Background: an optimization exercise with open tools, aiming at small area, a short achievable clock period and few clock cycles per item. Do not read the settings as production practice.
The RTL was checked by simulation tests, not by an equivalence proof against the original design.
Power and IR drop assume default switching activity.

== harbor ==
Design fp_mult_stream, start of the top module:
module fp_mult_stream #(
    parameter int WIDTH      = 32,
    parameter int INT_WIDTH  = 16,
    parameter int FRAC_WIDTH = 16,
    parameter int SIGNED     = 1,
    parameter int STAGES     = 3,
    parameter int ROUND      = 1
) (
    input  logic              clk,
    input  logic              reset,
    input  logic              in_valid,
    output logic              in_ready,
    input  logic [WIDTH-1:0]  left,
    input  logic [WIDTH-1:0]  right,
    output logic              out_valid,
    input  logic              out_ready,
    output logic [WIDTH-1:0]  out,
    output logic              ovf
);
Settings: LEC_CHECK=0, ABC_AREA=1, CAP_MARGIN=20, CORE_MARGIN=2, CORE_UTILIZATION=40, CTS_BUF_LIST=sky130_fd_sc_hd__clkbuf_16, CTS_CLUSTER_DIAMETER=120, CTS_CLUSTER_SIZE=30, SLEW_MARGIN=20, SYNTH_HIERARCHICAL=1; clock period 10.0 ns.
standard.sh (not shown) runs the stock make flow with config.mk's settings and CLKGATE_MAP_FILE= SYNTH_SCRIPT=/design/flow/synth_recipe.tcl, a recipe that flattens the netlist after the stock synthesis.
==> flow/flow/run.sh <==
#!/bin/bash
set -euo pipefail
bash standard.sh SETUP_SLACK_MARGIN=6.2 "BUFFER_PORTS_ARGS=-buffer_cell sky130_fd_sc_hd__buf_2" finish > standard_flow.log 2>&1
Testbench counts of harbor, summed over its fixed seeds: cycles 16,024, items 16,000.
#### Input delta (xenon over harbor)
# harbor
export LEC_CHECK = 0
export ABC_AREA = 1
export CAP_MARGIN = 20
export CORE_MARGIN = 2
export CORE_UTILIZATION = 40
export CTS_BUF_LIST = sky130_fd_sc_hd__clkbuf_16
export CTS_CLUSTER_DIAMETER = 120
export CTS_CLUSTER_SIZE = 30
export SLEW_MARGIN = 20
export SYNTH_HIERARCHICAL = 1
create_clock -name core_clock -period 10.0 [get_ports {clk}]
# xenon
export LEC_CHECK = 0
export ABC_AREA = 1
export CAP_MARGIN = 20
export CORE_MARGIN = 2
export CORE_UTILIZATION = 40
export CTS_BUF_LIST = sky130_fd_sc_hd__clkbuf_16
export CTS_CLUSTER_DIAMETER = 110
export CTS_CLUSTER_SIZE = 25
export SLEW_MARGIN = 20
export SYNTH_HIERARCHICAL = 1
create_clock -name core_clock -period 10.0 [get_ports {clk}]
[summary]
- xenon gives more number of CTS-inserted buffers than harbor did.
- Diff harbor and xenon: combinational power share lower in xenon
- [xenon] register-to-register slack fell 110 ps relative to harbor
- The setup slack reported for xenon is smaller than that of harbor by 110 ps.

* * *

fp_mult_stream again, from the RTL that the note above started with.
Settings: LEC_CHECK=0, ABC_AREA=1, CAP_MARGIN=20, CORE_MARGIN=2, CORE_UTILIZATION=40, CTS_BUF_LIST=sky130_fd_sc_hd__clkbuf_8, GPL_ROUTABILITY_DRIVEN=0, SLEW_MARGIN=20, SYNTH_HIERARCHICAL=1; clock period 10.0 ns.
Scripts as last shown in full above: flow/flow/run.sh
Testbench counts at the start, summed over its fixed seeds: cycles 16,024, items 16,000.
Then changed:
Settings changed: CTS_BUF_LIST sky130_fd_sc_hd__clkbuf_8 to sky130_fd_sc_hd__clkbuf_16, CTS_CLUSTER_DIAMETER set to 80, CTS_CLUSTER_SIZE set to 30, GPL_ROUTABILITY_DRIVEN 0 to unset.
After rerunning: Combinational power rises by about 0.4%; routed wire length increases by 0.78%; total power decreases by 0.70%; die area is unchanged; final cell count fell by 1.3%; design area does not change; clock-buffer cell count came out lower by 35.
Then changed:
Settings changed: CTS_BUF_LIST sky130_fd_sc_hd__clkbuf_16 to sky130_fd_sc_hd__clkbuf_8, CTS_CLUSTER_DIAMETER 80 to unset, CTS_CLUSTER_SIZE 30 to unset.
Outcome: The changed run completed without violations; clock power rises by about 10%; cell area stays the same; maximum frequency rises by 1.2%; setup slack gets better by 0.045 ns; sequential share of layout area does not change; non-clock buffer count falls by 10.
Then changed:
==> flow/flow/run.sh (replaced) <==
#!/bin/bash
set -euo pipefail
bash standard.sh SETUP_SLACK_MARGIN=6.3 "BUFFER_PORTS_ARGS=-buffer_cell sky130_fd_sc_hd__buf_2" finish > standard_flow.log 2>&1
=> Power climbs by 3.3%. Routed wire length climbs by 4.8%. Cell count climbs by 0.84%. Count of clock-buffer cells in the layout does not change. Hold slack hardly moves. Utilization climbs by 1.8 points.

* * *

## branch cedar
fp_mult_stream again, from the RTL that the note above started with.
clock: 10.0 ns
lec_check: 0
abc_area: 1
cap_margin: 20
core_margin: 2
core_utilization: 40
cts_buf_list: sky130_fd_sc_hd__clkbuf_16
cts_cluster_diameter: 100
cts_cluster_size: 20
slew_margin: 20
synth_hierarchical: 1
==> flow/flow/run.sh <==
#!/bin/bash
set -euo pipefail
bash standard.sh SETUP_SLACK_MARGIN=6.2 "BUFFER_PORTS_ARGS=-buffer_cell sky130_fd_sc_hd__buf_2" finish > standard_flow.log 2>&1
Testbench counts of branch cedar, summed over its fixed seeds: cycles 16,024, items 16,000.
Modified inputs, branch garnet compared to branch cedar
Settings: a change of CTS_CLUSTER_DIAMETER from 100 to 120; a change of CTS_CLUSTER_SIZE from 20 to 30.
==> flow/flow/run.sh <==
#!/bin/bash
set -euo pipefail
bash standard.sh SETUP_SLACK_MARGIN=6.25 "BUFFER_PORTS_ARGS=-buffer_cell sky130_fd_sc_hd__buf_2" finish > standard_flow.log 2>&1
[summary]
branch garnet | status: complete | timing, DRC, antenna: pass
Looking at critical path depth, branch garnet sits 1 lower than branch cedar does.
branch cedar ended up with fewer cell instances than branch garnet did.
Summary — routed wire length, branch garnet relative to branch cedar: higher, by about 5.4%.
Changes observed in branch garnet relative to branch cedar: maximum clock rate now sits higher; average wire per standard cell increased 4.7%; first-pass GRT wire length barely changed; sequential share of layout area now smaller.
Design area: branch garnet vs branch cedar up 920 um2
Data required time of the worst path: branch garnet vs branch cedar, no meaningful difference
On footprint of the multi-input gates: between branch cedar and branch garnet, it ends up higher for branch garnet.
branch garnet — average via count per standard cell 0.093 higher, branch cedar as reference

-- re-timing with driven ports --
The results above use ideal ports. As a check the final layouts listed here were re-extracted and re-timed, cells and wires unchanged. Step 1, drivers: a clkbuf_16 drives clk and a buf_2 each remaining input, both assumed. Step 2 adds t to the input delays and takes it off the output delays; t is the mean of the earliest and latest rising clock arrival at the registers after step 1. Input paths then give back, and output paths get back, about the clock's delay inside the block. a / b / c = ideal / step 1 / step 2; a / b = the first two.
run	t, ns	setup WS [ns]	latest minus earliest clock arrival (ns)
harbor	0.604	6.225 / 6.225 / 6.225	0.032 / 0.032
xenon	0.620	6.119 / 6.119 / 6.119	0.039 / 0.038
the first run of note 2	0.711	6.213 / 6.213 / 6.213	0.028 / 0.028
the second run of note 2	0.640	6.167 / 6.167 / 6.167	0.039 / 0.040
the third run of note 2	0.711	6.213 / 6.213 / 6.213	0.028 / 0.028
the fourth run of note 2	0.717	6.269 / 6.269 / 6.269	0.028 / 0.028
branch cedar	0.625	6.143 / 6.143 / 6.143	0.031 / 0.030
branch garnet	0.608	6.243 / 6.243 / 6.243	0.036 / 0.036
After both steps every run listed still meets setup and hold.
